From an optimization exercise on the open Yosys and OpenROAD flow, aimed at small area, a short achievable clock period and few clock cycles per item; shortcuts taken in it are not production practice.
In this exercise RTL edits were held to simulation tests only and were not proved equivalent to the original.
No activity file was given, so power comes from the tool's default toggle rates.

==> design/flow/config.mk <==
export PLATFORM = sky130hd
export DESIGN_NAME = deque_top
export DESIGN_NICKNAME = deque_top
export VERILOG_FILES = /design/flow/design.v
export SDC_FILE = /design/flow/constraint.sdc
export NUM_CORES = 4
export LEC_CHECK = 0
export CAP_MARGIN = 20
export CORE_MARGIN = 2
export CORE_UTILIZATION = 45
export CTS_BUF_LIST = sky130_fd_sc_hd__clkbuf_8
export SETUP_SLACK_MARGIN = 2.5
export SLEW_MARGIN = 20
export TNS_END_PERCENT = 0
==> design/flow/constraint.sdc <==
create_clock -name core_clock -period 5.0 [get_ports {clk}]
set_input_delay 1.0000 -clock core_clock [delete_from_list [all_inputs] [get_ports {clk}]]
set_output_delay 1.0000 -clock core_clock [all_outputs]
set_load 0.01 [all_outputs]
==> design/flow/design.v <==
`timescale 1ns / 1ps
package cdq_pkg;
	localparam int DATA_W = 32;
	localparam int CMD_W  = 3;
	localparam int STAT_W = 2;
	localparam int OCC_W  = 5;
	localparam logic [CMD_W-1:0] CMD_PUSH_FRONT = 3'd0;
	localparam logic [CMD_W-1:0] CMD_PUSH_REAR  = 3'd1;
	localparam logic [CMD_W-1:0] CMD_POP_FRONT  = 3'd2;
	localparam logic [CMD_W-1:0] CMD_POP_REAR   = 3'd3;
	localparam logic [CMD_W-1:0] CMD_QUERY      = 3'd4;
	localparam logic [STAT_W-1:0] ST_DONE  = 2'd0;
	localparam logic [STAT_W-1:0] ST_FULL  = 2'd1;
	localparam logic [STAT_W-1:0] ST_EMPTY = 2'd2;
	typedef struct packed {
		logic [CMD_W-1:0]         cmd;
		logic signed [DATA_W-1:0] push_value;
	} cdq_req_t;
	typedef struct packed {
		logic [STAT_W-1:0]        status;
		logic signed [DATA_W-1:0] popped_value;
		logic signed [DATA_W-1:0] front_value;
		logic signed [DATA_W-1:0] rear_value;
		logic [OCC_W-1:0]         occupancy;
		logic                     is_empty;
		logic                     is_full;
	} cdq_rsp_t;
	typedef enum logic {
		CDQ_IDLE,
		CDQ_POP
	} cdq_state_t;
endpackage
`timescale 1ns / 1ps
module deque_top (
	input  logic        clk,
	input  logic        arst_n,
	input  logic        req_valid,
	output logic        req_ready,
	input  logic [2:0]  req_cmd,
	input  logic [31:0] req_value,
	output logic        rsp_valid,
	input  logic        rsp_ready,
	output logic [1:0]  rsp_status,
	output logic [31:0] rsp_popped,
	output logic [31:0] rsp_front,
	output logic [31:0] rsp_rear,
	output logic [4:0]  rsp_occupancy,
	output logic        rsp_empty,
	output logic        rsp_full
);
	localparam int RN = 14;    
	localparam int DW = 32;
	logic [4:0]    cnt_q;
	logic          empty_q;
	logic [3:0]    rp_h_q, rp_t_q;      
	logic [DW-1:0] ring_q [RN];
	logic [DW-1:0] front_q, rear_q;
	logic          rsp_valid_q;
	logic [1:0]    status_q;
	logic [DW-1:0] popped_q;
	logic          slot_free, run;
	logic [2:0]    cmd;
	logic [DW-1:0] value;
	assign slot_free = !rsp_valid_q || rsp_ready;
	assign req_ready = slot_free;
	assign run       = req_valid && slot_free;
	assign cmd       = req_cmd;
	assign value     = req_value;
	logic is_push, is_pop, at_rear;
	assign is_push = (cmd[2:1] == 2'b00);
	assign is_pop  = (cmd[2:1] == 2'b01);
	assign at_rear = cmd[0];
	logic n1, n2, ge2, full;
	assign n1   = (cnt_q == 5'd1);
	assign n2   = (cnt_q == 5'd2);
	assign full = cnt_q[4];
	assign ge2  = !empty_q && !n1;
	logic push_ok, pop_ok, ring_push, ring_pop;
	assign push_ok   = is_push && !full;
	assign pop_ok    = is_pop && !empty_q;
	assign ring_push = push_ok && ge2;
	assign ring_pop  = pop_ok && ge2 && !n2;
	logic [3:0] h_prev, h_next, t_prev, t_next;
	assign h_prev = (rp_h_q == 4'd0)       ? 4'(RN - 1) : rp_h_q - 4'd1;
	assign h_next = (rp_h_q == 4'(RN - 1)) ? 4'd0       : rp_h_q + 4'd1;
	assign t_prev = (rp_t_q == 4'd0)       ? 4'(RN - 1) : rp_t_q - 4'd1;
	assign t_next = (rp_t_q == 4'(RN - 1)) ? 4'd0       : rp_t_q + 4'd1;
	logic [DW-1:0] near_w, far_w;
	assign near_w = at_rear ? rear_q : front_q;
	assign far_w  = at_rear ? front_q : rear_q;
	logic [DW-1:0] pop_w;
	logic [RN-1:0] h_oh, t_oh, rsel;
	always_comb begin
		for (int i = 0; i < RN; i++) begin
			h_oh[i] = !n2 && (rp_h_q == 4'(i));
			t_oh[i] = !n2 && (rp_t_q == 4'(i));
		end
		rsel  = at_rear ? t_oh : h_oh;
		pop_w = far_w & {DW{n2}};
		for (int i = 0; i < RN; i++)
			pop_w = pop_w | (ring_q[i] & {DW{rsel[i]}});
	end
	logic [DW-1:0] end_d;
	always_comb begin
		if (is_push)
			end_d = value;
		else if (pop_ok && ge2)
			end_d = pop_w;
		else
			end_d = '0;
	end
	logic front_ld, rear_ld;
	assign front_ld = empty_q || (push_ok && !at_rear) || (pop_ok && (!at_rear || n1));
	assign rear_ld  = empty_q || (push_ok && at_rear)  || (pop_ok && (at_rear || n1));
	logic [4:0] cnt_d;
	always_comb begin
		cnt_d = cnt_q;
		if (push_ok)
			cnt_d = cnt_q + 5'd1;
		if (pop_ok)
			cnt_d = cnt_q - 5'd1;
	end
	always_ff @(posedge clk or negedge arst_n) begin
		if (!arst_n) begin
			cnt_q       <= '0;
			empty_q     <= 1'b1;
			rp_h_q      <= 4'd0;
			rp_t_q      <= 4'(RN - 1);
			rsp_valid_q <= 1'b0;
		end else begin
			if (run) begin
				cnt_q   <= cnt_d;
				empty_q <= (cnt_d == 5'd0);
				if (ring_push && !at_rear)
					rp_h_q <= h_prev;
				if (ring_pop && !at_rear)
					rp_h_q <= h_next;
				if (ring_push && at_rear)
					rp_t_q <= t_next;
				if (ring_pop && at_rear)
					rp_t_q <= t_prev;
			end
			if (slot_free)
				rsp_valid_q <= run;
		end
	end
	always_ff @(posedge clk) begin
		if (run && front_ld)
			front_q <= end_d;
		if (run && rear_ld)
			rear_q <= end_d;
		if (run) begin
			popped_q <= near_w & {DW{pop_ok}};
			status_q <= {is_pop && empty_q, is_push && full};
		end
	end
	logic [3:0] waddr;
	assign waddr = at_rear ? t_next : h_prev;
	for (genvar i = 0; i < RN; i++) begin : g_ring
		always_ff @(posedge clk) begin
			if (run && ring_push && waddr == 4'(i))
				ring_q[i] <= near_w;
		end
	end
	assign rsp_valid     = rsp_valid_q;
	assign rsp_status    = status_q;
	assign rsp_popped    = popped_q;
	assign rsp_front     = front_q;
	assign rsp_rear      = rear_q;
	assign rsp_occupancy = cnt_q;
	assign rsp_empty     = empty_q;
	assign rsp_full      = full;
endmodule
==> design/flow/flow/run.sh <==
#!/bin/bash
# Layout flow: the standard ORFS flow, with plain buf_2 cells as the
# port buffers instead of the delay cells buffer_ports picks by itself.
set -euo pipefail
cd "$(dirname "$0")/.."
export BUFFER_PORTS_ARGS="-buffer_cell sky130_fd_sc_hd__buf_2"
bash standard.sh finish > flow_standard.log 2>&1
==> design/flow/standard.sh <==
#!/bin/bash
# synth_recipe.tcl (not shown) runs the flow's synth.tcl, then flattens the netlist and writes it again
# the make line also repeats each setting of config.mk as NAME=value (left out here)
make -C /OpenROAD-flow-scripts/flow DESIGN_CONFIG=/design/flow/config.mk WORK_HOME=/design/flow/orfs CLKGATE_MAP_FILE= SYNTH_SCRIPT=/design/flow/synth_recipe.tcl "${@:-finish}"
==> run summary, run 1 <==
Sum Neg Setup Slack: 0 ns
Clock Sink Count: 561
Synth cell types: 75
top_reg_cell synth: edfxtp_1
Post-Syn Area: 0.0243 mm²
Yosys reg bits: 561
root buf cell: clkbuf_8
Worst Tran Pin Value: 0.893 ns
pin count of the biggest net entering global routing: 67
VDD IR max: 0.214 mV
Sequential Power Share: 0.423
Pleak: 9.85 nW
Final Hold Fails: 0
CTS tree: done
Clock Skews: 0.0256 ns
Critical Path Source Type: input port
setup violators final: 0
Max-slew headroom: 0.403
Top Ports: 146
status: finished clean
Worst path max stage delay: 0.34 ns
Core Box Area: 0.0536 mm²
DR pass1 iterations: 6
Avg Cell Area, Syn: 14.7 µm²
Die Ht: 236 µm
GRT Total Usage: 0.269
Final Max Slew Viols: 0
Area Growth Syn to Fin: 20.6%
initial antenna violation count: 1
worst-path cell chain: buf_16 > buf_12 > mux2i_2 > nor4b_4 > nand2_2 > nor3_4 > buf_8
Gate power share: 0.295
crit path DAT: 3.09 ns
worst-path fanout max: 57
via density per instance: 6.36
Max Root-Sink Buffers: 3
Cells after Synth: 1654
number of global-route vias before repair: 16676
share of layout cells above drive strength 1: 0.312
starting density of the core: 0.453
clock power share: 0.282
Max-cap violations: 0
RSZ-0062 raised after global routing: true
drt drc: 0
YS warnings: 2
gpl congestion: 0.817
routed wire length: 75.3 mm
Iter 0 DRT Violations: 1753
delay-heaviest family, CP: simple AND/OR/NAND/NOR gates
internal power: 8.75 mW
EDFF count, synth: 546
Req. time, crit path: 5.33 ns
die area: 0.0558 mm²
cell with the largest stage delay on the worst path: nor4b_4
Power Density: 453 mW/mm²
Bufs and invs on worst path: 3
post-synthesis sequential area ratio: 0.691
total gr overflow: 0
worst hold path class: input port to asynchronous set/reset pin
Worst-Skew Late Latency: 0.66 ns
Sw Share: 0.341
Core Rows: 85
Post-synth ARST share: 0.0267
WS Path Type: input port to flip-flop
total number of vias: 16806
hpwl dp: 40.8 mm
FMAX: 362 MHz
PortBufs: 145
Layout Nets: 1919
CTS HTree Levels: 3
power after layout: 13.3 mW
Final period util: 0.553
Tmin final: 2.76 ns
Die Width: 236 µm
post-route ant nets: 0
Num CTS Buffers: 92
CP endpoint kind: flip-flop
routed wire length per instance: 28.5 µm
Clk pin slew, worst setup/hold paths: 0.07 ns
Mapped Nets: 1697
P_sw: 4.52 mW
first-pass GRT wire length: 110 mm
power by group through the flow:
stage               Sequential, mW  Combinational, mW  Clock [mW]
global placement              5.65               3.07           0
finish                        5.61               3.92        3.74
detailed placement            5.65               3.10           0
CTS                           5.59               3.85        3.80
global route                  5.62               4.10        4.01
floorplan                     5.49               2.20           0
through the flow:
step / setup slack [ns] / hold WS (ns) / util / instances / area, µm²
4_1_cts: 2.34 / 0.199 / 0.546 / 2640 / 29200
6_report: 2.24 / 0.247 / 0.546 / 2641 / 29300
5_1_grt: 2.19 / 0.259 / 0.546 / 2641 / 29300
2_1_floorplan: 1.43 / 0.612 / - / 1654 / 24500
3_5_place_dp: 1.02 / 0.648 / 0.485 / 2416 / 26000
3_3_place_gp: 1.11 / 0.646 / 0.485 / 2416 / 26000
timing repair:
action	in CTS	in global routing
buffers inserted	48	0
resized for setup	171	1
endpoints found under the setup margin	607	593
cloned	14	0
hold buffers	0	0
pin swaps	30	0
synth_stat cells (all sizes together), types with 6 or more instances:
cell	n	area, µm²
inv	60	225
or2	6	37.5
nor4b	6	95.1
o2111ai	28	251
nand2	77	289
a211oi	31	238
edfxtp	546	16400
o22ai	6	37.5
nor3b	7	52.6
and2	34	213
clkbuf	81	304
mux2	66	743
a21oi	101	505
mux2i	15	150
nor4	6	52.6
buf	60	372
nor3	20	100
nand4b	30	263
a22o	35	307
a31oi	39	244
a32o	28	280
a222oi	7	70.1
a22oi	37	278
o221ai	55	482
dfrtp	11	275
o21ai	103	527
nand3	6	30.0
a2111oi	28	414
nor2	26	97.6
or3b	29	254
metal layers:
layer / share of wire / global-route usage / vias up
li1: - / - / 7168
met1: 0.42 / 0.369 / 8599
met2: 0.46 / 0.423 / 883
met3: 0.087 / 0.0531 / 156
met4: 0.031 / 0.107 / 0
met5: 0 / 0 / -
cell usage in the layout (no fill, tap or decap), drive strengths merged, types with 11 or more instances in the layout:
| master | netlist | final |
|---|---|---|
| edfxtp | 546 | 546 |
| buf | 60 | 256 |
| o21ai | 103 | 105 |
| a21oi | 101 | 101 |
| clkbuf | 81 | 95 |
| inv | 60 | 84 |
| nand2 | 77 | 77 |
| mux2 | 66 | 66 |
| o221ai | 55 | 55 |
| a31oi | 39 | 39 |
| clkinv | 0 | 38 |
| a22oi | 37 | 37 |
| a22o | 35 | 35 |
| and2 | 34 | 34 |
| a211oi | 31 | 31 |
| nand4b | 30 | 30 |
| or3b | 29 | 29 |
| a32o | 28 | 28 |
| o2111ai | 28 | 28 |
| a2111oi | 28 | 28 |
| nor2 | 26 | 27 |
| nor3 | 20 | 20 |
| mux2i | 15 | 15 |
| dfrtp | 11 | 11 |
cells by family (layout without fill, tap and decap cells):
logic type / Yosys count / in the layout / share of synthesized area
multiplexers: 81 / 81 / 0.0368
buffers and inverters: 201 / 481 / 0.0371
other: 0 / 1 / 0
AND/OR/NAND/NOR: 278 / 284 / 0.0712
adder cells (fa/ha/maj): 4 / 4 / 0.00206
XOR/XNOR: 8 / 8 / 0.00289
AO/OA/AOI/OAI: 521 / 525 / 0.159
flip-flops: 561 / 561 / 0.691
path summary, 6_finish.rpt:
path	cells after the start	endpoint	start	slack, ns
max	7	ring_q[1][14]	req_cmd[0]	2.24
min	1	rp_h_q[0]	arst_n	0.25
max reg2reg	5	ring_q[4][12]	rp_t_q[0]	2.24
min reg2reg	2	cnt_q[0]	cnt_q[0]	0.64
max in group asynchronous	1	rp_t_q[3]	arst_n	4.43
min in group core_clock	2	rsp_valid_q	req_valid	0.61
area by class of cell:
cell class	count	area, µm²
Antenna cell	1	2.50
Fill cell	4411	24300
Inverter	60	228
Multi-Input combinational cell	902	7600
Tap cell	696	871
Timing Repair Buffer	259	2070
Clock inverter	67	363
Sequential cell	561	16800
Clock buffer	95	1310
sequential cells by signal, indices dropped and copies added (netlist names), 2 cells and up:
register  flops
rp_h_q        4
rp_t_q        4
ring_q      448
status_q      2
cnt_q         5
popped_q     32
front_q      32
rear_q       32
worst register-to-register path: cells and delay by family, from the launching register on:
family                 cells  cell delay (ns)
DFF                        1             0.78
and+or+nand+nor            2             0.69
AOI/OAI and AO/OA          2             0.58
buffers and inverters      1             0.40
Testbench counts, summed over its fixed seeds: cycles 48,008, commands 48,000.
==> inputs of run 2 (changes only) <==
--- a/design/flow/config.mk
+++ b/design/flow/config.mk
@@ -10,5 +10,5 @@
 export CORE_UTILIZATION = 45
 export CTS_BUF_LIST = sky130_fd_sc_hd__clkbuf_8
-export SETUP_SLACK_MARGIN = 2.5
+export SETUP_SLACK_MARGIN = 2.2
 export SLEW_MARGIN = 20
 export TNS_END_PERCENT = 0
==> run summary, run 2 <==
Cells after Synth: 1654
first-pass GRT wire length: 106 mm
EDFF count, synth: 546
routed wire length per instance: 27.8 µm
Critical Path Source: cnt_q[2]
Biggest register: ring_q
setup violators final: 0
Bufs and invs on worst path: 1
internal power: 8.44 mW
Sum Neg Setup Slack: 0 ns
most common cell after layout, fill and taps aside: edfxtp_1
max reg flops: 448
total number of vias: 16443
status: finished clean
register area: 0.0168 mm²
Worst Slack Setup Final: 2.02 ns
Avg Cell Area, Syn: 14.7 µm²
pin count of the biggest net entering global routing: 67
post-layout instance count excluding filler cells: 2612
GRT Total Usage: 0.258
Max-slew headroom: 0.317
Tmin final: 2.98 ns
Post-synth ARST share: 0.0267
initial antenna violation count: 1
Crit Reg-Reg Endpoint: front_q[10]
YS warnings: 2
Final Max Slew Viols: 0
CP endpoint: front_q[10]
Worst path max stage delay: 0.77 ns
Worst Tran Pin Value: 1.02 ns
Sw Share: 0.337
multi-input logic area: 0.00716 mm²
Top Ports: 146
Clock Skews: 0.0278 ns
commonest cells after routing, fill and taps aside: edfxtp_1, buf_2, a21oi_1, o21ai_0, clkbuf_8
Max Root-Sink Buffers: 3
worst flop-to-flop path startpoint: cnt_q[2]
Clk pin slew, worst setup/hold paths: 0.07 ns
P_sw: 4.30 mW
Gate power share: 0.267
root buf cell: clkbuf_8
worst hold path class: input port to asynchronous set/reset pin
Pleak: 9.53 nW
routed wire length: 72.7 mm
Core Box Area: 0.0536 mm²
Clock Sink Count: 561
post-synthesis sequential area ratio: 0.691
top_reg_cell synth: edfxtp_1
gpl congestion: 0.817
pre-CTS setup slack: 1.02 ns
PortBufs: 145
fill cell count: 4528
Core Rows: 85
Mapped Nets: 1697
starting density of the core: 0.453
via density per instance: 6.30
critical path depth: 6
synth top area cells: edfxtp_1, mux2_2, a21oi_1
RSZ-0062 raised after global routing: true
drt drc: 0
Post-Syn Area: 0.0243 mm²
Layout Nets: 1889
cell count after placement: 2416
Final period util: 0.597
Max-cap violations: 0
CP endpoint kind: flip-flop
CTS tree: done
die area: 0.0558 mm²
Die Width: 236 µm
share of layout cells above drive strength 1: 0.286
CTS HTree Levels: 3
number of global-route vias before repair: 16303
Num CTS Buffers: 92
total gr overflow: 0
crit path DAT: 3.36 ns
Critical Path Source Type: flip-flop
Power Density: 450 mW/mm²
clock power share: 0.293
DR pass1 iterations: 5
Sequential Power Share: 0.440
synth cell count leaders: edfxtp_1, a21oi_1, o21ai_0
hold slack: 0.245 ns
post-route ant nets: 0
post-layout util: 0.528
worst-path fanout max: 15
Worst-Skew Late Latency: 0.66 ns
FMAX: 335 MHz
cell with the most instances after synthesis: edfxtp_1
worst-path cell chain: or4b_4 > o211ai_4 > buf_4 > o221ai_1 > a2111oi_4 > a21oi_1
delay-heaviest family, CP: compound AO/OA/AOI/OAI gates
Req. time, crit path: 5.37 ns
Yosys reg bits: 561
Iter 0 DRT Violations: 1831
Die Ht: 236 µm
internal reg-to-reg setup slack: 2.02 ns
Worst R2R Path Depth: 6
VDD IR max: 0.228 mV
most area-hungry cell type in the Yosys netlist: edfxtp_1
hpwl dp: 40.8 mm
WS Path Type: flip-flop to flip-flop
Area Growth Syn to Fin: 16.6%
Final Hold Fails: 0
Synth cell types: 75
cell with the largest stage delay on the worst path: or4b_4
Synth top area share: 0.676
==> run 2: cell count changes in the layout (fill, tap and decap cells not counted), sizes merged <==
cell,before,now
or2,7,6
buf,256,232
o21ai,105,104
and3b,5,4
bufbuf,3,1
diode,1,2
o211ai,6,5
==> run 2: cell type report <==
class                           instances  area share
Multi-Input combinational cell        898       0.253
Inverter                               60     0.00796
Tap cell                              696      0.0308
Timing Repair Buffer                  233      0.0560
Clock buffer                           95      0.0462
Antenna cell                            2    0.000177
Sequential cell                       561       0.593
Clock inverter                         67      0.0128
==> run 2: stage by stage <==
stage	power [mW]	instance area, µm²
floorplan	7.69	24500
detailed placement	8.75	26000
CTS	12.7	28200
global route	13.2	28300
finish	12.7	28300
global placement	8.72	26000
==> run 2: kinds of logic after synthesis <==
group / synth area share
DFF: 0.691
AOI/OAI and AO/OA: 0.159
and+or+nand+nor: 0.0712
buffers and inverters: 0.0371
muxes: 0.0368
xor gates and xnor gates: 0.00289
adders and majority gates: 0.00206
==> run 2: per-layer routing <==
metal	up-vias	routed length (µm)	GRT usage	part of all wire
li1	7098	-	-	-
met1	8368	31100	0.366	0.43
met2	836	33800	0.405	0.47
met3	141	5730	0.0407	0.079
met4	0	2030	0.0951	0.028
met5	-	0	0	0
==> run 2: timing repair <==
action / 4_1_cts / 5_1_grt
resized for setup: 45 / 12
setup endpoints to repair: 574 / 576
pin swaps: 6 / 1
buffers inserted: 21 / 3
gates cloned: 8 / 0
hold buffers: 0 / 0
hold endpoints to repair: 0 / 0
==> run 2: worst min path at each step <==
stage,end,slack [ns],cells after the start
after floorplan,front_q[30],0.61,2
after global placement,cnt_q[0],0.65,1
after detailed placement,rsp_valid_q,0.65,2
after CTS,rp_h_q[2],0.20,1
after global routing,rp_h_q[2],0.26,1
final,rp_h_q[2],0.24,1
==> run 2: power by group through the flow <==
stage	clock network [mW]	logic, mW	registers (mW)
3_3_place_gp	0	3.07	5.65
2_1_floorplan	0	2.20	5.49
6_report	3.73	3.40	5.60
3_5_place_dp	0	3.10	5.65
4_1_cts	3.80	3.34	5.58
5_1_grt	4.01	3.58	5.62
==> inputs of run 3 (changes only) <==
--- a/design/flow/design.v
+++ b/design/flow/design.v
@@ -52,5 +52,5 @@
 	localparam int DW = 32;
 	logic [4:0]    cnt_q;
-	logic          empty_q;
+	logic          empty_q, n1_q, n2_q;    
 	logic [3:0]    rp_h_q, rp_t_q;      
 	logic [DW-1:0] ring_q [RN];
@@ -71,7 +71,8 @@
 	assign is_pop  = (cmd[2:1] == 2'b01);
 	assign at_rear = cmd[0];
-	logic n1, n2, ge2, full;
-	assign n1   = (cnt_q == 5'd1);
-	assign n2   = (cnt_q == 5'd2);
+	logic n1, n2, n3, ge2, full;
+	assign n1   = n1_q;
+	assign n2   = n2_q;
+	assign n3   = (cnt_q == 5'd3);
 	assign full = cnt_q[4];
 	assign ge2  = !empty_q && !n1;
@@ -125,4 +126,6 @@
 			cnt_q       <= '0;
 			empty_q     <= 1'b1;
+			n1_q        <= 1'b0;
+			n2_q        <= 1'b0;
 			rp_h_q      <= 4'd0;
 			rp_t_q      <= 4'(RN - 1);
@@ -131,5 +134,7 @@
 			if (run) begin
 				cnt_q   <= cnt_d;
-				empty_q <= (cnt_d == 5'd0);
+				empty_q <= (n1 && pop_ok) || (empty_q && !push_ok);
+				n1_q    <= (empty_q && push_ok) || (n2 && pop_ok) || (n1 && !push_ok && !pop_ok);
+				n2_q    <= (n1 && push_ok) || (n3 && pop_ok) || (n2 && !push_ok && !pop_ok);
 				if (ring_push && !at_rear)
 					rp_h_q <= h_prev;
@@ -155,9 +160,17 @@
 		end
 	end
-	logic [3:0] waddr;
-	assign waddr = at_rear ? t_next : h_prev;
+	logic          room;
+	logic [RN-1:0] wsel_h, wsel_t, we;
+	assign room = ge2 && !full;
+	always_comb begin
+		for (int i = 0; i < RN; i++) begin
+			wsel_h[i] = room && (h_prev == 4'(i));
+			wsel_t[i] = room && (t_next == 4'(i));
+			we[i]     = run && is_push && (at_rear ? wsel_t[i] : wsel_h[i]);
+		end
+	end
 	for (genvar i = 0; i < RN; i++) begin : g_ring
 		always_ff @(posedge clk) begin
-			if (run && ring_push && waddr == 4'(i))
+			if (we[i])
 				ring_q[i] <= near_w;
 		end
--- a/design/flow/config.mk
+++ b/design/flow/config.mk
@@ -9,6 +9,5 @@
 export CORE_MARGIN = 2
 export CORE_UTILIZATION = 45
-export CTS_BUF_LIST = sky130_fd_sc_hd__clkbuf_8
-export SETUP_SLACK_MARGIN = 2.2
+export SETUP_SLACK_MARGIN = 2.5
 export SLEW_MARGIN = 20
 export TNS_END_PERCENT = 0
==> run summary, run 3 <==
Power Density: 499 mW/mm²
crit path DAT: 3.00 ns
hpwl dp: 35.5 mm
gpl congestion: 0.789
Final Hold Fails: 0
post-route ant nets: 0
CTS tree: done
routed wire length per instance: 27.3 µm
Cells after Synth: 1392
P_sw: 4.31 mW
CTS HTree Levels: 2
post-synthesis sequential area ratio: 0.737
EDFF count, synth: 546
total gr overflow: 0
Final Max Slew Viols: 0
Clock Skews: 0.0180 ns
commonest cells after routing, fill and taps aside: edfxtp_1, buf_2, mux2_2, a22oi_1
Critical Path Source: req_cmd[2]
max reg flops: 448
pin count of the biggest net entering global routing: 46
Mapped Nets: 1435
total number of vias: 14154
Yosys reg bits: 563
worst hold path class: input port to asynchronous set/reset pin
worst flop-to-flop path startpoint: rp_h_q[3]
number of global-route vias before repair: 13822
Sequential Power Share: 0.434
Die Width: 229 µm
Post-Syn Area: 0.0228 mm²
most common cell after layout, fill and taps aside: edfxtp_1
synth cell count leaders: edfxtp_1, mux2_2, a22oi_1
starting density of the core: 0.455
first-pass GRT wire length: 90.9 mm
Tmin final: 2.70 ns
Top Ports: 146
Sum Neg Setup Slack: 0 ns
GRT Total Usage: 0.233
routed wire length: 62.9 mm
Req. time, crit path: 5.30 ns
internal power: 9.28 mW
setup violators final: 0
Max-slew headroom: 0.359
via density per instance: 6.14
root buf cell: clkbuf_16
Worst R2R Path Depth: 7
WS Path Type: input port to flip-flop
hold slack: 0.312 ns
cell with the most instances after synthesis: edfxtp_1
Area Growth Syn to Fin: 19.2%
Max-cap violations: 0
Iter 0 DRT Violations: 1476
CP endpoint kind: flip-flop
Pleak: 9.10 nW
VDD IR max: 0.280 mV
worst-path fanout max: 15
Critical Path Source Type: input port
Biggest register: ring_q
Clk pin slew, worst setup/hold paths: 0.06 ns
clock power share: 0.301
Gate power share: 0.264
Post-synth ARST share: 0.0302
Core Box Area: 0.0502 mm²
status: finished clean
initial antenna violation count: 0
Sw Share: 0.317
FMAX: 371 MHz
Crit Reg-Reg Endpoint: ring_q[2][14]
RSZ-0062 raised after global routing: true
most area-hungry cell type in the Yosys netlist: edfxtp_1
Die Ht: 229 µm
share of layout cells above drive strength 1: 0.297
Clock Sink Count: 563
die area: 0.0526 mm²
Synth top area share: 0.718
Core Rows: 82
internal reg-to-reg setup slack: 2.34 ns
Final period util: 0.540
Worst-Skew Late Latency: 0.61 ns
Num CTS Buffers: 56
PortBufs: 145
Synth cell types: 77
synth top area cells: edfxtp_1, mux2_2, a22oi_1
drt drc: 0
DR pass1 iterations: 5
top_reg_cell synth: edfxtp_1
number of diodes: 0
Max Root-Sink Buffers: 3
Avg Cell Area, Syn: 16.4 µm²
Layout Nets: 1628
YS warnings: 2
Worst Tran Pin Value: 0.959 ns
==> run 3: critical path: stages <==
cell	delay [ns]
buf_2	0.14
or2_2	0.29
or4_4	0.47
or4_4	0.51
nor3_4	0.24
buf_12	0.15
buf_12	0.17
==> run 3: kinds of logic after synthesis <==
family          count (synthesis)  share of synthesized area
compound gates                371                      0.130
buf+inv                       114                     0.0216
fa+ha+maj                       4                    0.00252
flops                         563                      0.737
xor+xnor                        9                    0.00345
simple gates                  223                     0.0513
mux                           108                     0.0542
==> run 3: layer usage <==
layer,GRT usage,wire length [µm],vias to the layer above
met5,0,0,-
met4,0.0696,1190,0
met3,0.0415,4800,75
met2,0.375,29800,591
met1,0.325,27100,7328
li1,-,-,6160
==> run 3: power by group through the flow <==
| stage | clock network [mW] | registers (mW) | logic, mW |
|---|---|---|---|
| floorplan | 0 | 5.90 | 2.11 |
| global placement | 0 | 5.98 | 3.25 |
| detailed placement | 0 | 5.98 | 3.28 |
| CTS | 4.16 | 5.88 | 3.37 |
| global route | 4.34 | 5.93 | 3.84 |
| finish | 4.10 | 5.90 | 3.59 |
==> run 3: final cells by class <==
type / instances / area [µm²]
fill: 3999 / 22900
inverter: 10 / 37.5
tap: 672 / 841
multi-input combinational: 715 / 5870
sequential: 563 / 16800
clock buffer: 69 / 1450
timing repair buffer: 239 / 1870
clock inverter: 36 / 329
==> run 3: how the worst max path moves through the flow <==
stage / end / slack, ns
after detailed placement: front_q[9] / 0.97
final: ring_q[2][14] / 2.30
after global routing: front_q[2] / 2.27
after CTS: front_q[11] / 2.04
after global placement: front_q[18] / 1.0
after floorplan: ring_q[2][0] / 1.46
==> run 3: per-stage QoR <==
| step | utilization | std cells | cell area, µm² | total power [mW] | worst slack [ns] |
|---|---|---|---|---|---|
| finish | 0.543 | 2304 | 27200 | 13.6 | 2.30 |
| global route | 0.543 | 2304 | 27200 | 14.1 | 2.27 |
| CTS | 0.532 | 2279 | 26700 | 13.4 | 2.04 |
| detailed placement | 0.493 | 2165 | 24700 | 9.27 | 0.970 |
| global placement | 0.493 | 2164 | 24700 | 9.23 | 0.998 |
| floorplan | - | 1392 | 23000 | 8.01 | 1.46 |
==> run 3: repair_timing <==
action | in CTS | in global routing
buffers inserted | 9 | 20
gates cloned | 0 | 4
endpoints found under the setup margin | 580 | 583
hold buffers | 0 | 0
gates resized for setup | 14 | 52
pin swaps | 5 | 10
Testbench counts of run 3, summed over its fixed seeds: cycles 48,008, commands 48,000.
==> inputs of run 4 (changes only) <==
--- a/design/flow/config.mk
+++ b/design/flow/config.mk
@@ -9,4 +9,5 @@
 export CORE_MARGIN = 2
 export CORE_UTILIZATION = 45
+export CTS_BUF_LIST = sky130_fd_sc_hd__clkbuf_8
 export SETUP_SLACK_MARGIN = 2.5
 export SLEW_MARGIN = 20
==> run summary, run 4 <==
status: finished clean
Final Hold Fails: 0
root buf cell: clkbuf_8
Final period util: 0.529
total gr overflow: 0
Max Root-Sink Buffers: 3
Area Growth Syn to Fin: 18.7%
CTS HTree Levels: 3
Met1 Routed Length: 26.8 mm
total number of vias: 14237
first-pass GRT wire length: 91.8 mm
Bufs and invs on worst path: 3
Core Rows: 82
Max-cap violations: 0
via density per instance: 6.01
CP endpoint kind: flip-flop
post-synthesis sequential area ratio: 0.737
GRT Total Usage: 0.236
cell with the most instances after synthesis: edfxtp_1
Tmin final: 2.64 ns
starting density of the core: 0.455
RSZ-0062 raised after global routing: true
Core Box Area: 0.0502 mm²
post-layout util: 0.541
Pleak: 9.18 nW
FMAX: 378 MHz
worst hold path class: input port to asynchronous set/reset pin
hold_buf cts: 0
Power Density: 486 mW/mm²
routed wire length per instance: 26.6 µm
Num CTS Buffers: 90
Worst Tran Pin Value: 0.944 ns
Die Width: 229 µm
gpl congestion: 0.789
Mapped Nets: 1435
Clock Sink Count: 563
Synth top area share: 0.718
Top Ports: 146
Yosys reg bits: 563
YS warnings: 2
top_reg_cell synth: edfxtp_1
post-route ant nets: 0
initial antenna violation count: 1
Post-synth ARST share: 0.0302
Req. time, crit path: 5.35 ns
VDD IR max: 0.274 mV
Post-Syn Area: 0.0228 mm²
worst-path cell chain: buf_2 > or2_2 > or4_4 > or4_4 > nor3_4 > buf_12 > buf_12
Biggest register: ring_q
delay-heaviest family, CP: simple AND/OR/NAND/NOR gates
cell with the largest stage delay on the worst path: or4_4
drt drc: 0
most area-hungry cell type in the Yosys netlist: edfxtp_1
synth cell count leaders: edfxtp_1, mux2_2, a22oi_1
PortBufs: 145
Worst Slack Setup Final: 2.36 ns
DR WL met2: 29.3 mm
CTS tree: done
commonest cells after routing, fill and taps aside: edfxtp_1, buf_2, mux2_2, clkbuf_8, a22oi_1
highest routed layer: met4
DR pass1 iterations: 8
routed wire length: 63.0 mm
worst-path fanout max: 15
synth top area cells: edfxtp_1, mux2_2, a22oi_1
WS Path Type: input port to flip-flop
most common cell after layout, fill and taps aside: edfxtp_1
wire length on met3: 5.13 mm
Die Ht: 229 µm
Worst-Skew Late Latency: 0.68 ns
EDFF count, synth: 546
Clk pin slew, worst setup/hold paths: 0.06 ns
max reg flops: 448
Layout Nets: 1665
Clock Skews: 0.0360 ns
Avg Cell Area, Syn: 16.4 µm²
Max-slew headroom: 0.369
Sum Neg Setup Slack: 0 ns
die area: 0.0526 mm²
Cells after Synth: 1392
pin count of the biggest net entering global routing: 46
number of global-route vias before repair: 14192
Critical Path Source Type: input port
hpwl dp: 35.5 mm
setup violators final: 0
Synth cell types: 77
Final Max Slew Viols: 0
Worst path max stage delay: 0.51 ns
crit path DAT: 3.00 ns
share of layout cells above drive strength 1: 0.307
Iter 0 DRT Violations: 1409
pre-CTS setup slack: 0.970 ns
[run 4: where the power goes]
group | switching (mW) | leakage, nW | internal (mW)
logic | 2.28 | 3.06 | 1.34
clock network | 1.79 | 0.943 | 1.87
registers | 0.258 | 5.18 | 5.63
total | 4.33 | 9.18 | 8.85
[run 4: path summary, 6_finish.rpt]
check / start / slack (ns) / cells past startpoint / to
min in group core_clock: rsp_valid_q / 0.54 / 2 / rsp_valid_q
max in group asynchronous: arst_n / 4.41 / 1 / rp_h_q[0]
setup reg to reg: rp_h_q[1] / 2.40 / 7 / ring_q[2][14]
setup / recovery: req_cmd[2] / 2.36 / 7 / ring_q[2][14]
hold / removal: arst_n / 0.25 / 1 / rp_h_q[3]
hold reg to reg: rsp_valid_q / 0.54 / 2 / rsp_valid_q
[run 4: worst reg2reg max path, delay by kind of cell (launching register included)]
kind            cells  cell delay, ns
buf+inv             2            0.33
flops               1            0.61
compound gates      2            0.30
simple gates        3            1.04
[run 4: kinds of logic after synthesis]
kind of cell / count (synthesis) / synth area share
flops: 563 / 0.737
compound gates: 371 / 0.130
buf+inv: 114 / 0.0216
simple gates: 223 / 0.0513
mux: 108 / 0.0542
xor+xnor: 9 / 0.00345
fa+ha+maj: 4 / 0.00252
[run 4: what timing repair did]
| item | in CTS | in global routing |
|---|---|---|
| pin swaps | 5 | 10 |
| cloned | 0 | 4 |
| gates resized for setup | 15 | 53 |
| setup endpoints to repair | 580 | 565 |
| setup buffers | 9 | 23 |
| endpoints found under the hold margin | 0 | 0 |
[run 4: metal layers]
| metal | track usage | vias to the layer above |
|---|---|---|
| met2 | 0.369 | 648 |
| met5 | 0 | - |
| li1 | - | 6258 |
| met1 | 0.327 | 7230 |
| met4 | 0.0925 | 0 |
| met3 | 0.0444 | 101 |
[run 4: per-stage QoR]
stage	std cells	area, µm²	hold WS (ns)	total power [mW]
finish	2367	27100	0.253	13.2
global route	2367	27100	0.271	13.7
CTS	2338	26600	0.223	13.0
detailed placement	2165	24700	0.525	9.27
global placement	2164	24700	0.508	9.23
floorplan	1392	23000	0.529	8.01
[run 4: layout make-up]
class | count | area [µm²]
Fill cell | 4029 | 23000
Multi-Input combinational cell | 715 | 5870
Clock inverter | 72 | 388
Antenna cell | 1 | 2.50
Timing Repair Buffer | 242 | 1880
Inverter | 10 | 37.5
Sequential cell | 563 | 16800
Clock buffer | 92 | 1270
Tap cell | 672 | 841
==> inputs of run 5 (changes only) <==
--- a/design/flow/config.mk
+++ b/design/flow/config.mk
@@ -10,5 +10,5 @@
 export CORE_UTILIZATION = 45
 export CTS_BUF_LIST = sky130_fd_sc_hd__clkbuf_8
-export SETUP_SLACK_MARGIN = 2.5
+export SETUP_SLACK_MARGIN = 2.7
 export SLEW_MARGIN = 20
 export TNS_END_PERCENT = 0
==> run summary, run 5 <==
CTS tree: done
highest routed layer: met4
first-pass GRT wire length: 94.5 mm
Max-slew headroom: 0.370
P_sw: 4.43 mW
clock power share: 0.273
Sequential Power Share: 0.441
crit path DAT: 2.95 ns
Avg Cell Area, Syn: 16.4 µm²
Layout Nets: 1677
via density per instance: 6.05
top_reg_cell synth: edfxtp_1
Top Ports: 146
Clock Sink Count: 563
die area: 0.0526 mm²
YS warnings: 2
CTS HTree Levels: 3
internal reg-to-reg setup slack: 2.38 ns
Final period util: 0.525
total number of vias: 14399
root buf cell: clkbuf_8
Die Ht: 229 µm
hpwl dp: 35.5 mm
routed wire length: 64.3 mm
post-synthesis sequential area ratio: 0.737
hold_buf cts: 0
Pleak: 9.30 nW
Post-Syn Area: 0.0228 mm²
initial antenna violation count: 1
cell count after placement: 2165
fill cell count: 3999
setup violators final: 0
register area: 0.0169 mm²
Final Hold Fails: 0
Sw Share: 0.330
max reg flops: 448
most common cell after layout, fill and taps aside: edfxtp_1
most area-hungry cell type in the Yosys netlist: edfxtp_1
DP Area: 0.0247 mm²
Gate power share: 0.287
Sum Neg Setup Slack: 0 ns
synth cell count leaders: edfxtp_1, mux2_2, a22oi_1
RSZ-0062 raised after global routing: true
Post-synth ARST share: 0.0302
pin count of the biggest net entering global routing: 39
DR WL met2: 30.2 mm
Power Density: 489 mW/mm²
hold slack: 0.261 ns
post-route ant nets: 0
Max-cap violations: 0
Synth top area share: 0.718
routed wire length per instance: 27.0 µm
Yosys reg bits: 563
cell with the most instances after synthesis: edfxtp_1
Met1 Routed Length: 27.6 mm
Max Root-Sink Buffers: 3
Final Max Slew Viols: 0
Die Width: 229 µm
Core Rows: 82
VDD IR max: 0.283 mV
multi-input logic area: 0.00596 mm²
Clk pin slew, worst setup/hold paths: 0.06 ns
Tmin final: 2.62 ns
Mapped Nets: 1435
status: finished clean
EDFF count, synth: 546
worst-path fanout max: 14
internal power: 8.99 mW
Num CTS Buffers: 90
Critical Path Source Type: flip-flop
total gr overflow: 0
Worst Tran Pin Value: 0.942 ns
Clock Skews: 0.0266 ns
Cells after Synth: 1392
drt drc: 0
post-layout instance count excluding filler cells: 2379
Area Growth Syn to Fin: 20.1%
wire length on met3: 4.71 mm
Worst-Skew Late Latency: 0.67 ns
Biggest register: ring_q
Iter 0 DRT Violations: 1590
Final Instance Area: 0.0274 mm²
commonest cells after routing, fill and taps aside: edfxtp_1, buf_2, mux2_2, clkbuf_8, a22oi_1
FMAX: 381 MHz
PortBufs: 145
Core Box Area: 0.0502 mm²
share of layout cells above drive strength 1: 0.315
worst hold path class: input port to asynchronous set/reset pin
number of global-route vias before repair: 14446
Synth cell types: 77
Req. time, crit path: 5.33 ns
gpl congestion: 0.789
WS Path Type: flip-flop to flip-flop
DR pass1 iterations: 6
CP endpoint kind: flip-flop
synth top area cells: edfxtp_1, mux2_2, a22oi_1
GRT Total Usage: 0.244
starting density of the core: 0.455
## run 5: cell count changes in the layout (fill, tap and decap cells not counted), sizes merged
cell	delta
clkinvlp	+1
bufbuf	+3
a32o	+1
inv	-1
clkbuf	-2
buf	+10
## run 5: worst paths after layout
check                            startpoint      endpoint  cells past startpoint
max in group asynchronous            arst_n     rp_h_q[0]                      1
worst max register to register    rp_t_q[0]  ring_q[4][2]                      6
worst min-delay path                 arst_n     rp_h_q[3]                      1
min in group core_clock         rsp_valid_q   rsp_valid_q                      2
worst min register to register  rsp_valid_q   rsp_valid_q                      2
worst max-delay path              rp_t_q[0]  ring_q[4][2]                      6
## run 5: through the flow
| stage | setup slack (ns) | total power, mW | utilization |
|---|---|---|---|
| after detailed placement | 0.970 | 9.27 | 0.493 |
| after global placement | 0.998 | 9.23 | 0.493 |
| after CTS | 2.41 | 13.3 | 0.541 |
| after global routing | 2.37 | 14.0 | 0.547 |
| final | 2.38 | 13.4 | 0.547 |
| after floorplan | 1.46 | 8.01 | - |
## run 5: what timing repair did
item | in CTS | in global routing
cloned | 5 | 2
resized for setup | 76 | 29
setup buffers | 28 | 14
endpoints found under the setup margin | 600 | 599
pin swaps | 12 | 17
## run 5: power by group through the flow
stage	Sequential [mW]	Combinational, mW	Clock, mW
after floorplan	5.90	2.11	0
after global placement	5.98	3.25	0
after detailed placement	5.98	3.28	0
after CTS	5.89	3.66	3.75
after global routing	5.94	4.09	3.95
final	5.91	3.85	3.66
## run 5: layer usage
layer,vias up,GRT usage
li1,6287,-
met1,7390,0.339
met2,613,0.382
met3,109,0.0474
met4,0,0.0919
met5,-,0
## run 5: area by class of cell
type / instances / share of cell area
flip-flops and latches: 563 / 0.614
multi-input cells: 716 / 0.217
repair buffers: 253 / 0.0761
clock buffers: 92 / 0.0462
well taps: 672 / 0.0306
clock inverters: 72 / 0.0141
inverters: 10 / 0.00151
diodes: 1 / 0.0000912
## run 5: cell families after synthesis
group,after synthesis,synth area share
adder cells (fa/ha/maj),4,0.00252
multiplexers,108,0.0542
AO/OA/AOI/OAI,371,0.130
flip-flops,563,0.737
XOR/XNOR,9,0.00345
AND/OR/NAND/NOR,223,0.0513
buffers and inverters,114,0.0216
## run 5: critical path: stages, from the launching register on
cell,delay (ns)
dfstp_4,0.67
buf_4,0.20
clkinvlp_4,0.23
o21ai_1,0.35
nand3_2,0.26
nor3_4,0.23
buf_4,0.33
==> inputs of run 6 (changes only) <==
--- a/design/flow/design.v
+++ b/design/flow/design.v
@@ -160,13 +160,8 @@
 		end
 	end
-	logic          room;
-	logic [RN-1:0] wsel_h, wsel_t, we;
-	assign room = ge2 && !full;
+	logic [RN-1:0] we;
 	always_comb begin
-		for (int i = 0; i < RN; i++) begin
-			wsel_h[i] = room && (h_prev == 4'(i));
-			wsel_t[i] = room && (t_next == 4'(i));
-			we[i]     = run && is_push && (at_rear ? wsel_t[i] : wsel_h[i]);
-		end
+		for (int i = 0; i < RN; i++)
+			we[i] = !full && (h_prev == 4'(i) || t_next == 4'(i));
 	end
 	for (genvar i = 0; i < RN; i++) begin : g_ring
--- a/design/flow/config.mk
+++ b/design/flow/config.mk
@@ -9,6 +9,5 @@
 export CORE_MARGIN = 2
 export CORE_UTILIZATION = 45
-export CTS_BUF_LIST = sky130_fd_sc_hd__clkbuf_8
-export SETUP_SLACK_MARGIN = 2.7
+export SETUP_SLACK_MARGIN = 2.5
 export SLEW_MARGIN = 20
 export TNS_END_PERCENT = 0
==> run summary, run 6 <==
pin count of the biggest net entering global routing: 65
Sum Neg Setup Slack: 0 ns
Final Hold Fails: 0
die area: 0.0515 mm²
Layout Nets: 1491
Worst Slack Setup Final: 2.13 ns
root buf cell: clkbuf_16
clock power share: 0.330
DR WL met2: 28.6 mm
drt drc: 0
Tmin final: 2.87 ns
share of layout cells above drive strength 1: 0.262
Num CTS Buffers: 57
most common cell after layout, fill and taps aside: edfxtp_1
Critical Path Source Type: input port
Max-cap violations: 0
internal power: 8.89 mW
Max Root-Sink Buffers: 3
cell with the most instances after synthesis: edfxtp_1
top_reg_cell synth: edfxtp_1
Clock Sink Count: 563
via density per instance: 6.26
Iter 0 DRT Violations: 1671
Cells after Synth: 1292
Top Ports: 146
crit path DAT: 3.19 ns
max reg flops: 448
Die Ht: 227 µm
pre-CTS setup slack: 1.15 ns
number of global-route vias before repair: 13396
Area Growth Syn to Fin: 15.7%
Synth cell types: 71
CTS tree: done
Core Rows: 81
Sw Share: 0.290
PortBufs: 145
EDFF count, synth: 546
hpwl dp: 34.1 mm
CP endpoint kind: flip-flop
initial antenna violation count: 0
first-pass GRT wire length: 88.4 mm
status: finished clean
WS Path Type: input port to flip-flop
post-synthesis sequential area ratio: 0.752
routed wire length: 59.7 mm
Die Width: 227 µm
Core Box Area: 0.0491 mm²
CTS HTree Levels: 2
Mapped Nets: 1335
wire length on met3: 4.32 mm
total gr overflow: 0
number of diodes: 0
routed wire length per instance: 27.7 µm
Yosys reg bits: 563
Clock Skews: 0.0261 ns
Met1 Routed Length: 25.4 mm
post-route ant nets: 0
Req. time, crit path: 5.32 ns
P_sw: 3.63 mW
Worst-Skew Late Latency: 0.61 ns
cell count after placement: 2044
Power Density: 484 mW/mm²
setup violators final: 0
YS warnings: 2
most area-hungry cell type in the Yosys netlist: edfxtp_1
worst hold path class: input port to asynchronous set/reset pin
FMAX: 349 MHz
starting density of the core: 0.456
Pleak: 8.43 nW
Final period util: 0.573
Post-synth ARST share: 0.0302
VDD IR max: 0.270 mV
Clk pin slew, worst setup/hold paths: 0.06 ns
synth cell count leaders: edfxtp_1, a222oi_1, mux2_2
Sequential Power Share: 0.466
GRT Total Usage: 0.234
worst-path fanout max: 64
gpl congestion: 0.786
Final Max Slew Viols: 0
Avg Cell Area, Syn: 17.3 µm²
Worst Tran Pin Value: 1.07 ns
Post-Syn Area: 0.0224 mm²
total number of vias: 13504
fill cell count: 4026
post-layout instance count excluding filler cells: 2158
synth top area cells: edfxtp_1, a222oi_1, mux2_2
highest routed layer: met4
Max-slew headroom: 0.286
Gate power share: 0.204
commonest cells after routing, fill and taps aside: edfxtp_1, buf_2, a222oi_1, mux2_2, a22o_1
RSZ-0062 raised after global routing: true
DR pass1 iterations: 10
Synth top area share: 0.733
Biggest register: ring_q
## run 6: changes by cell type after synthesis, moves of 28 or more
| cell | delta |
|---|---|
| nand3_1 | -59 |
| a22o_1 | +58 |
| a22oi_1 | -50 |
| a222oi_1 | +34 |
| and2_1 | +33 |
| a21o_1 | -30 |
| a31oi_1 | +30 |
| a221oi_1 | +28 |
| o211a_1 | +28 |
| o211ai_1 | -28 |
| o31a_1 | -28 |
## run 6: cells by family after synthesis
| kind of cell | count (synthesis) | share of synthesized area |
|---|---|---|
| buffers and inverters | 102 | 0.0228 |
| AO/OA/AOI/OAI | 384 | 0.142 |
| adder cells (fa/ha/maj) | 4 | 0.00257 |
| flip-flops | 563 | 0.752 |
| XOR/XNOR | 7 | 0.00274 |
| AND/OR/NAND/NOR | 157 | 0.0410 |
| multiplexers | 75 | 0.0373 |
## run 6: path summary, 6_finish.rpt
kind	end	slack, ns	from	depth (start not counted)
max	front_q[6]	2.13	req_cmd[0]	6
min	rsp_valid_q	0.35	arst_n	1
max reg2reg	ring_q[12][29]	2.14	rp_t_q[0]	5
min reg2reg	cnt_q[0]	0.53	cnt_q[0]	1
max in group asynchronous	n2_q	4.30	arst_n	1
min in group core_clock	cnt_q[0]	0.53	cnt_q[0]	1
## run 6: layout make-up
cell class              count  area (µm²)  area share
clock buffers              71        1510      0.0583
clock inverters            34         294      0.0114
inverters                   7        30.0     0.00116
multi-input cells         628        5250       0.203
flip-flops and latches    563       16800       0.650
well taps                 664         831      0.0321
repair buffers            191        1150      0.0443
## run 6: worst max-delay path: stages
cell	delay, ns
buf_6	0.34
and3b_1	0.26
or2_4	0.54
a22o_1	0.35
a221oi_1	0.46
a31oi_1	0.18
## run 6: per-layer routing
layer | track usage | up-vias
li1 | - | 5796
met1 | 0.326 | 6993
met2 | 0.382 | 610
met3 | 0.0350 | 105
met4 | 0.0711 | 0
met5 | 0 | -
## run 6: through the flow
| step | hold WS (ns) | total power [mW] | utilization | area [µm²] |
|---|---|---|---|---|
| after global routing | 0.358 | 13.0 | 0.528 | 25900 |
| after floorplan | 0.545 | 7.50 | - | 22400 |
| after global placement | 0.516 | 8.37 | 0.488 | 23900 |
| after detailed placement | 0.527 | 8.41 | 0.488 | 23900 |
| final | 0.348 | 12.5 | 0.528 | 25900 |
| after CTS | 0.334 | 12.6 | 0.527 | 25900 |
## run 6: power groups by stage
stage / sequential [mW] / combinational, mW / clock (mW)
CTS: 5.83 / 2.56 / 4.20
global route: 5.86 / 2.76 / 4.37
detailed placement: 5.92 / 2.49 / 0
global placement: 5.91 / 2.46 / 0
finish: 5.83 / 2.56 / 4.13
floorplan: 5.81 / 1.69 / 0
## run 6: timing repair
action / CTS / global route
hold buffers: 0 / 0
gates cloned: 1 / 0
setup endpoints to repair: 348 / 235
gates resized for setup: 16 / 1
pin swaps: 2 / 1
hold endpoints to repair: 0 / 0
setup buffers: 7 / 1
Testbench counts of run 6, summed over its fixed seeds: cycles 48,008, commands 48,000.
==> inputs of run 7 (changes only) <==
--- a/design/flow/config.mk
+++ b/design/flow/config.mk
@@ -9,5 +9,6 @@
 export CORE_MARGIN = 2
 export CORE_UTILIZATION = 45
+export CTS_BUF_LIST = sky130_fd_sc_hd__clkbuf_8
 export SETUP_SLACK_MARGIN = 2.5
 export SLEW_MARGIN = 20
-export TNS_END_PERCENT = 0
+export TNS_END_PERCENT = 10
==> run summary, run 7 <==
pin count of the biggest net entering global routing: 53
Mapped Nets: 1335
post-layout instance count excluding filler cells: 2224
hpwl dp: 33.9 mm
Max-slew headroom: 0.309
Critical Path Source: rp_h_q[2]
Iter 0 DRT Violations: 1685
Bufs and invs on worst path: 1
GR Util met1: 0.333
Pleak: 8.52 nW
Cells after Synth: 1292
status: finished clean
routed wire length: 62.4 mm
Worst path max stage delay: 0.75 ns
VDD IR max: 0.220 mV
CP endpoint: ring_q[5][17]
share of layout cells above drive strength 1: 0.284
Avg Cell Area, Syn: 17.3 µm²
Clock Sink Count: 563
GR Util met3: 0.0509
die area: 0.0515 mm²
Area Growth Syn to Fin: 15.3%
CTS HTree Levels: 3
starting density of the core: 0.456
max reg flops: 448
Layout Nets: 1536
Post-Syn Area: 0.0224 mm²
Die Ht: 227 µm
Worst R2R Path Depth: 4
Req. time, crit path: 5.33 ns
Top Ports: 146
Clock Skews: 0.0240 ns
synth top area cells: edfxtp_1, a222oi_1, mux2_2
register area: 0.0168 mm²
worst-path cell chain: nor2b_2 > a22oi_1 > nor2_4 > buf_4
Final Hold Fails: 0
fill cell count: 4035
WS Path Type: flip-flop to flip-flop
Clk pin slew, worst setup/hold paths: 0.07 ns
cell count after placement: 2047
Final period util: 0.545
Crit Reg-Reg Endpoint: ring_q[5][17]
initial antenna violation count: 0
Max Root-Sink Buffers: 3
Num CTS Buffers: 88
Critical Path Source Type: flip-flop
Biggest register: ring_q
crit path DAT: 3.06 ns
worst hold path class: input port to asynchronous set/reset pin
Post-synth ARST share: 0.0302
CP endpoint kind: flip-flop
cell with the largest stage delay on the worst path: nor2_4
Synth cell types: 71
EDFF count, synth: 546
Worst Tran Pin Value: 1.04 ns
YS warnings: 2
FMAX: 367 MHz
Sum Neg Setup Slack: 0 ns
via density per instance: 6.20
power after layout: 12.1 mW
internal reg-to-reg setup slack: 2.27 ns
total number of vias: 13791
GRT Total Usage: 0.240
M2 GR Usage: 0.378
setup violators final: 0
GRT busiest layer: met2
CTS tree: done
cell with the most instances after synthesis: edfxtp_1
Tmin final: 2.73 ns
Synth top area share: 0.733
critical path depth: 4
root buf cell: clkbuf_8
Core Rows: 81
worst-path fanout max: 21
commonest cells after routing, fill and taps aside: edfxtp_1, buf_2, a222oi_1, clkbuf_8, mux2_2
gpl congestion: 0.811
multi-input logic area: 0.00537 mm²
PortBufs: 145
worst flop-to-flop path startpoint: rp_h_q[2]
hold_buf cts: 0
first-pass GRT wire length: 89.2 mm
Final Max Slew Viols: 0
RSZ-0062 raised after global routing: true
most area-hungry cell type in the Yosys netlist: edfxtp_1
post-route ant nets: 0
Worst-Skew Late Latency: 0.67 ns
most common cell after layout, fill and taps aside: edfxtp_1
DR pass1 iterations: 7
routed wire length per instance: 28.1 µm
Die Width: 227 µm
total gr overflow: 0
top_reg_cell synth: edfxtp_1
number of global-route vias before repair: 13483
delay-heaviest family, CP: simple AND/OR/NAND/NOR gates
drt drc: 0
Max-cap violations: 0
synth cell count leaders: edfxtp_1, a222oi_1, mux2_2
post-synthesis sequential area ratio: 0.752
Power Density: 467 mW/mm²
Core Box Area: 0.0491 mm²
Yosys reg bits: 563
==> run 7: cell counts after synthesis <==
Identical to the previous run, type by type.
==> run 7: routing by layer <==
metal,part of all wire,up-vias
met5,0,-
met4,0.025,0
met3,0.098,96
met2,0.46,779
met1,0.41,7023
li1,-,5893
==> run 7: repair_timing <==
item / CTS / global route
setup buffers: 6 / 8
pin swaps: 4 / 2
setup endpoints to repair: 321 / 224
gates resized for setup: 34 / 0
gates cloned: 5 / 1
==> run 7: logic make-up after synthesis <==
kind of cell | share of synthesized area
AO/OA/AOI/OAI | 0.142
adder cells (fa/ha/maj) | 0.00257
buffers and inverters | 0.0228
AND/OR/NAND/NOR | 0.0410
XOR/XNOR | 0.00274
flip-flops | 0.752
multiplexers | 0.0373
==> run 7: cell type report <==
| class | count | area share |
|---|---|---|
| antenna | 1 | 0.0000969 |
| clock buffer | 90 | 0.0480 |
| clock inverter | 66 | 0.0117 |
| inverter | 7 | 0.00131 |
| multi-input combinational | 633 | 0.208 |
| sequential | 563 | 0.652 |
| tap | 664 | 0.0322 |
| timing repair buffer | 200 | 0.0466 |
==> run 7: per-stage QoR <==
step | hold WS, ns | utilization | area, µm² | worst slack (ns)
after floorplan | 0.545 | - | 22500 | 2.07
after global placement | 0.536 | 0.488 | 23900 | 1.17
after detailed placement | 0.553 | 0.489 | 24000 | 1.07
after CTS | 0.246 | 0.525 | 25700 | 2.27
after global routing | 0.289 | 0.526 | 25800 | 2.20
final | 0.268 | 0.526 | 25800 | 2.27
==> run 7: power by group <==
group	internal [mW]	leakage [nW]	switching, mW
clock network	1.72	0.873	1.76
registers	5.59	5.16	0.216
logic	0.963	2.49	1.80
total	8.27	8.52	3.78
==> run 7: how the worst min path moves through the flow <==
stage / cells after the start / end / slack, ns
after floorplan: 1 / cnt_q[0] / 0.54
after global placement: 2 / rsp_valid_q / 0.54
after detailed placement: 2 / rsp_valid_q / 0.55
after CTS: 1 / rsp_valid_q / 0.25
after global routing: 1 / rsp_valid_q / 0.29
final: 1 / rsp_valid_q / 0.27
==> inputs of run 8 (changes only) <==
--- a/design/flow/config.mk
+++ b/design/flow/config.mk
@@ -12,3 +12,3 @@
 export SETUP_SLACK_MARGIN = 2.5
 export SLEW_MARGIN = 20
-export TNS_END_PERCENT = 10
+export TNS_END_PERCENT = 3
==> run summary, run 8 <==
status: finished clean
most area-hungry cell type in the Yosys netlist: edfxtp_1
EDFF count, synth: 546
number of global-route vias before repair: 13568
worst hold path class: input port to asynchronous set/reset pin
crit path DAT: 3.16 ns
most common cell after layout, fill and taps aside: edfxtp_1
Max-slew headroom: 0.279
CTS tree: done
Req. time, crit path: 5.48 ns
Critical Path Source Type: flip-flop
Tmin final: 2.68 ns
Core Rows: 81
routed wire length per instance: 29.1 µm
Num CTS Buffers: 89
Pleak: 8.66 nW
total number of vias: 14003
Clock Skews: 0.0198 ns
Final period util: 0.535
setup violators final: 0
DR pass1 iterations: 10
Die Ht: 227 µm
Cells after Synth: 1292
routed wire length: 65.2 mm
root buf cell: clkbuf_8
top_reg_cell synth: edfxtp_1
Top Ports: 146
worst-path fanout max: 22
Worst Tran Pin Value: 1.08 ns
Die Width: 227 µm
Mapped Nets: 1335
cell with the most instances after synthesis: edfxtp_1
CTS HTree Levels: 3
cell count after placement: 2044
starting density of the core: 0.456
gpl congestion: 0.826
Post-synth ARST share: 0.0302
YS warnings: 2
Iter 0 DRT Violations: 2014
synth top area cells: edfxtp_1, a222oi_1, mux2_2
initial antenna violation count: 1
total gr overflow: 0
Clk pin slew, worst setup/hold paths: 0.06 ns
Biggest register: ring_q
Post-Syn Area: 0.0224 mm²
PortBufs: 145
Core Box Area: 0.0491 mm²
Worst R2R Path Depth: 6
hold slack: 0.251 ns
Power Density: 475 mW/mm²
RSZ-0062 raised after global routing: true
Worst-Skew Late Latency: 0.68 ns
Avg Cell Area, Syn: 17.3 µm²
pin count of the biggest net entering global routing: 49
FMAX: 374 MHz
Sum Neg Setup Slack: 0 ns
CP endpoint kind: flip-flop
post-synthesis sequential area ratio: 0.752
Synth top area share: 0.733
number of diodes: 0
die area: 0.0515 mm²
Area Growth Syn to Fin: 16.7%
post-route ant nets: 0
drt drc: 0
hpwl dp: 34.4 mm
commonest cells after routing, fill and taps aside: edfxtp_1, buf_2, a222oi_1, clkbuf_8, mux2_2
Final Hold Fails: 0
first-pass GRT wire length: 90.1 mm
Yosys reg bits: 563
GRT Total Usage: 0.243
VDD IR max: 0.211 mV
Synth cell types: 71
Layout Nets: 1551
via density per instance: 6.25
share of layout cells above drive strength 1: 0.290
max reg flops: 448
Clock Sink Count: 563
synth cell count leaders: edfxtp_1, a222oi_1, mux2_2
post-layout instance count excluding filler cells: 2239
post-layout util: 0.533
WS Path Type: flip-flop to flip-flop
Max Root-Sink Buffers: 3
Max-cap violations: 0
Final Max Slew Viols: 0
[run 8: cell counts after synthesis]
No cell type changed its count.
[run 8: through the flow]
stage | power (mW) | setup WS, ns | area (µm²)
2_1_floorplan | 7.50 | 2.07 | 22500
3_3_place_gp | 8.35 | 1.12 | 23900
3_5_place_dp | 8.40 | 1.05 | 24000
4_1_cts | 12.2 | 2.33 | 25800
5_1_grt | 12.9 | 2.21 | 26100
6_report | 12.4 | 2.32 | 26100
[run 8: per-layer routing]
layer	wire length [µm]	up-vias	GRT usage
met5	0	-	0
met4	1240	0	0.0736
met3	6520	94	0.0497
met2	30000	784	0.373
met1	27400	7187	0.352
li1	-	5938	-
[run 8: final cells by class]
cell class,instances,area (µm²)
multi-input combinational,639,5480
clock buffer,91,1250
inverter,7,30.0
clock inverter,67,340
tap,664,831
sequential,563,16900
timing repair buffer,208,1350
fill,4034,22900
[run 8: power by group]
group / total, mW / internal [mW] / switching, mW
clock network: 3.60 / 1.80 / 1.80
registers: 5.81 / 5.60 / 0.212
logic: 3.01 / 1.06 / 1.94
total: 12.4 / 8.45 / 3.96
[run 8: path summary, 6_finish.rpt]
path / from / endpoint / slack, ns
worst max-delay path: n2_q / front_q[15] / 2.32
worst min-delay path: arst_n / rsp_valid_q / 0.25
worst max register to register: n2_q / front_q[15] / 2.32
worst min register to register: cnt_q[0] / cnt_q[0] / 0.53
max in group asynchronous: arst_n / rp_h_q[0] / 4.42
min in group core_clock: cnt_q[0] / cnt_q[0] / 0.53
[run 8: repair_timing]
item,CTS,global route
gates resized for setup,32,21
pin swaps,6,6
hold buffers,0,0
cloned,7,6
buffers inserted,4,20
setup endpoints to repair,363,329
[run 8: cell families after synthesis]
group           Yosys count  synth area share
buf+inv                 102            0.0228
flops                   563             0.752
compound gates          384             0.142
fa+ha+maj                 4           0.00257
mux                      75            0.0373
simple gates            157            0.0410
xor+xnor                  7           0.00274
[run 8: worst max-delay path, stage by stage (launching register included)]
cell,delay [ns]
dfrtp_4,0.56
nor4_4,0.53
nor2_1,0.18
a21oi_4,0.40
buf_6,0.35
a222oi_1,0.14
a31oi_1,0.29
==> inputs of run 9 (changes only) <==
--- a/design/flow/config.mk
+++ b/design/flow/config.mk
@@ -8,7 +8,7 @@
 export CAP_MARGIN = 20
 export CORE_MARGIN = 2
-export CORE_UTILIZATION = 45
+export CORE_UTILIZATION = 60
 export CTS_BUF_LIST = sky130_fd_sc_hd__clkbuf_8
 export SETUP_SLACK_MARGIN = 2.5
 export SLEW_MARGIN = 20
-export TNS_END_PERCENT = 3
+export TNS_END_PERCENT = 10
==> run summary, run 9 <==
most common cell after layout, fill and taps aside: edfxtp_1
P_sw: 3.84 mW
post-route ant nets: 0
initial antenna violation count: 0
Gate power share: 0.236
Worst R2R Path Depth: 4
Sum Neg Setup Slack: 0 ns
Die Ht: 197 µm
RSZ-0062 raised after global routing: true
Yosys reg bits: 563
Synth top area share: 0.733
Max-slew headroom: 0.291
drt drc: 0
setup violators final: 0
Req. time, crit path: 5.31 ns
Critical Path Source Type: flip-flop
Final Hold Fails: 0
Sw Share: 0.313
first-pass GRT wire length: 88.0 mm
Max-cap violations: 0
Num CTS Buffers: 88
cell with the most instances after synthesis: edfxtp_1
DR pass1 iterations: 8
Top Ports: 146
Sequential Power Share: 0.475
CP endpoint kind: flip-flop
Power Density: 475 mW/mm²
most area-hungry cell type in the Yosys netlist: edfxtp_1
max reg flops: 448
Tmin final: 2.77 ns
number of diodes: 0
Clk pin slew, worst setup/hold paths: 0.06 ns
Mapped Nets: 1335
CTS HTree Levels: 3
Die Width: 197 µm
Iter 0 DRT Violations: 2144
synth cell count leaders: edfxtp_1, a222oi_1, mux2_2
Biggest register: ring_q
crit path DAT: 3.08 ns
die area: 0.0389 mm²
Pleak: 8.67 nW
routed wire length per instance: 30.3 µm
Max Root-Sink Buffers: 3
YS warnings: 2
via density per instance: 6.93
Final period util: 0.555
worst hold path class: input port to asynchronous set/reset pin
Clock Skews: 0.0282 ns
Crit Reg-Reg Endpoint: ring_q[1][8]
root buf cell: clkbuf_8
Post-Syn Area: 0.0224 mm²
post-synthesis sequential area ratio: 0.752
Avg Cell Area, Syn: 17.3 µm²
Clock Sink Count: 563
Area Growth Syn to Fin: 15.3%
hpwl dp: 32.1 mm
CTS tree: done
status: finished clean
starting density of the core: 0.610
clock power share: 0.290
Cells after Synth: 1292
commonest cells after routing, fill and taps aside: edfxtp_1, buf_2, a222oi_1, clkbuf_8, mux2_2
Worst Tran Pin Value: 1.06 ns
worst flop-to-flop path startpoint: rp_t_q[0]
Synth cell types: 71
share of layout cells above drive strength 1: 0.293
WS Path Type: flip-flop to flip-flop
internal power: 8.42 mW
GRT Total Usage: 0.317
Worst-Skew Late Latency: 0.66 ns
Core Rows: 70
EDFF count, synth: 546
PortBufs: 145
Layout Nets: 1553
routed wire length: 62.1 mm
synth top area cells: edfxtp_1, a222oi_1, mux2_2
pin count of the biggest net entering global routing: 48
FMAX: 361 MHz
Post-synth ARST share: 0.0302
top_reg_cell synth: edfxtp_1
total gr overflow: 0
internal reg-to-reg setup slack: 2.23 ns
hold slack: 0.263 ns
VDD IR max: 0.285 mV
Core Box Area: 0.0367 mm²
total number of vias: 14198
worst-path fanout max: 18
gpl congestion: 0.828
number of global-route vias before repair: 13329
Final Max Slew Viols: 0
-- run 9: cell counts after synthesis --
Identical to the previous run, type by type.
-- run 9: worst max path at each step --
stage                    start             to  slack [ns]  depth (start not counted)
floorplan            rp_h_q[0]   ring_q[2][0]        2.07                          4
global placement    req_cmd[0]    front_q[15]        1.08                          6
detailed placement  req_cmd[0]    front_q[14]        0.99                          6
CTS                  rp_t_q[0]  ring_q[12][8]        2.12                          5
global route         rp_t_q[0]   ring_q[1][8]        2.23                          4
finish               rp_t_q[0]   ring_q[1][8]        2.23                          4
-- run 9: stage by stage --
stage                     total power, mW  area (µm²)  utilization  setup slack, ns  instances
after detailed placement             8.39       23700        0.646            0.991       1849
final                                12.3       25800        0.703             2.23       2048
after floorplan                      7.51       22500            -             2.07       1292
after CTS                            12.2       25700        0.699             2.12       2034
after global placement               8.35       23700        0.646             1.08       1849
after global routing                 12.7       25800        0.703             2.23       2048
-- run 9: cell type report --
type / instances / area (µm²)
sequential: 563 / 16800
fill: 2403 / 10900
multi-input combinational: 635 / 5380
timing repair buffer: 215 / 1380
clock buffer: 89 / 1220
tap: 468 / 586
clock inverter: 71 / 367
inverter: 7 / 30.0
-- run 9: what timing repair did --
| action | CTS | global route |
|---|---|---|
| hold buffers | 0 | 0 |
| resized for setup | 34 | 7 |
| cloned | 6 | 2 |
| pin swaps | 5 | 3 |
| buffers inserted | 19 | 12 |
| setup endpoints to repair | 376 | 328 |
-- run 9: power by group through the flow --
stage                     Combinational [mW]  Sequential (mW)  Clock, mW
after floorplan                         1.70             5.81          0
after global placement                  2.44             5.91          0
after detailed placement                2.48             5.91          0
after CTS                               2.79             5.81       3.59
after global routing                    3.03             5.84       3.79
final                                   2.89             5.82       3.55
-- run 9: routing by layer --
metal / vias to the layer above / track usage / wire [µm] / part of all wire
li1: 5939 / - / - / -
met1: 7198 / 0.461 / 24500 / 0.40
met2: 939 / 0.480 / 28400 / 0.46
met3: 120 / 0.0678 / 7270 / 0.12
met4: 2 / 0.113 / 1790 / 0.029
met5: - / 0.0115 / 61 / 0.00098
-- run 9: critical path, stage by stage, from the launching register on --
cell and delay (ns):
dfstp_4 0.54, nor2_2 0.45, a22oi_1 0.19, nor2_4 0.76, buf_4 0.45
-- run 9: cells by family after synthesis --
kind of cell	synth area share
muxes	0.0373
and+or+nand+nor	0.0410
DFF	0.752
xor gates and xnor gates	0.00274
adders and majority gates	0.00257
AOI/OAI and AO/OA	0.142
buffers and inverters	0.0228

## port drivers added, routing unchanged
No port has a modelled driver above. Below, the same layouts with a new extraction and two added sets of constraints.
Step 1, drivers: a clkbuf_16 drives clk and a buf_2 each remaining input, both assumed.
Step 2 also shifts input and output timing later by t, the mid clock arrival at the registers, as if the neighbouring blocks saw the same clock.
Slacks: ideal ports / drivers / drivers and shift; pairs: ideal ports / drivers.
run | t (ns) | slack for setup (ns) | worst hold slack (ns) | slew at the worst register clock pin (ns)
run 1 | 0.706 | 2.235 / 2.205 / 1.499 | 0.247 / 0.215 / 0.635 | 0.07 / 0.07
run 2 | 0.703 | 2.016 / 2.016 / 1.346 | 0.245 / 0.214 / 0.576 | 0.07 / 0.07
run 3 | 0.667 | 2.302 / 2.179 / 1.512 | 0.312 / 0.270 / 0.536 | 0.06 / 0.06
run 4 | 0.720 | 2.356 / 2.253 / 1.533 | 0.253 / 0.217 / 0.535 | 0.07 / 0.07
run 5 | 0.722 | 2.376 / 2.298 / 1.577 | 0.261 / 0.220 / 0.535 | 0.07 / 0.07
run 6 | 0.654 | 2.133 / 2.142 / 1.497 | 0.348 / 0.311 / 0.527 | 0.06 / 0.06
run 7 | 0.708 | 2.274 / 2.269 / 1.583 | 0.268 / 0.234 / 0.556 | 0.07 / 0.07
run 8 | 0.724 | 2.323 / 2.323 / 1.621 | 0.251 / 0.220 / 0.534 | 0.07 / 0.07
run 9 | 0.696 | 2.227 / 2.227 / 1.724 | 0.263 / 0.232 / 0.517 | 0.07 / 0.07
After both steps setup and hold are still met in every run listed. The setup slack of run 4, which loses most, moves by -0.103 ns with the drivers and by -0.823 ns with both steps.
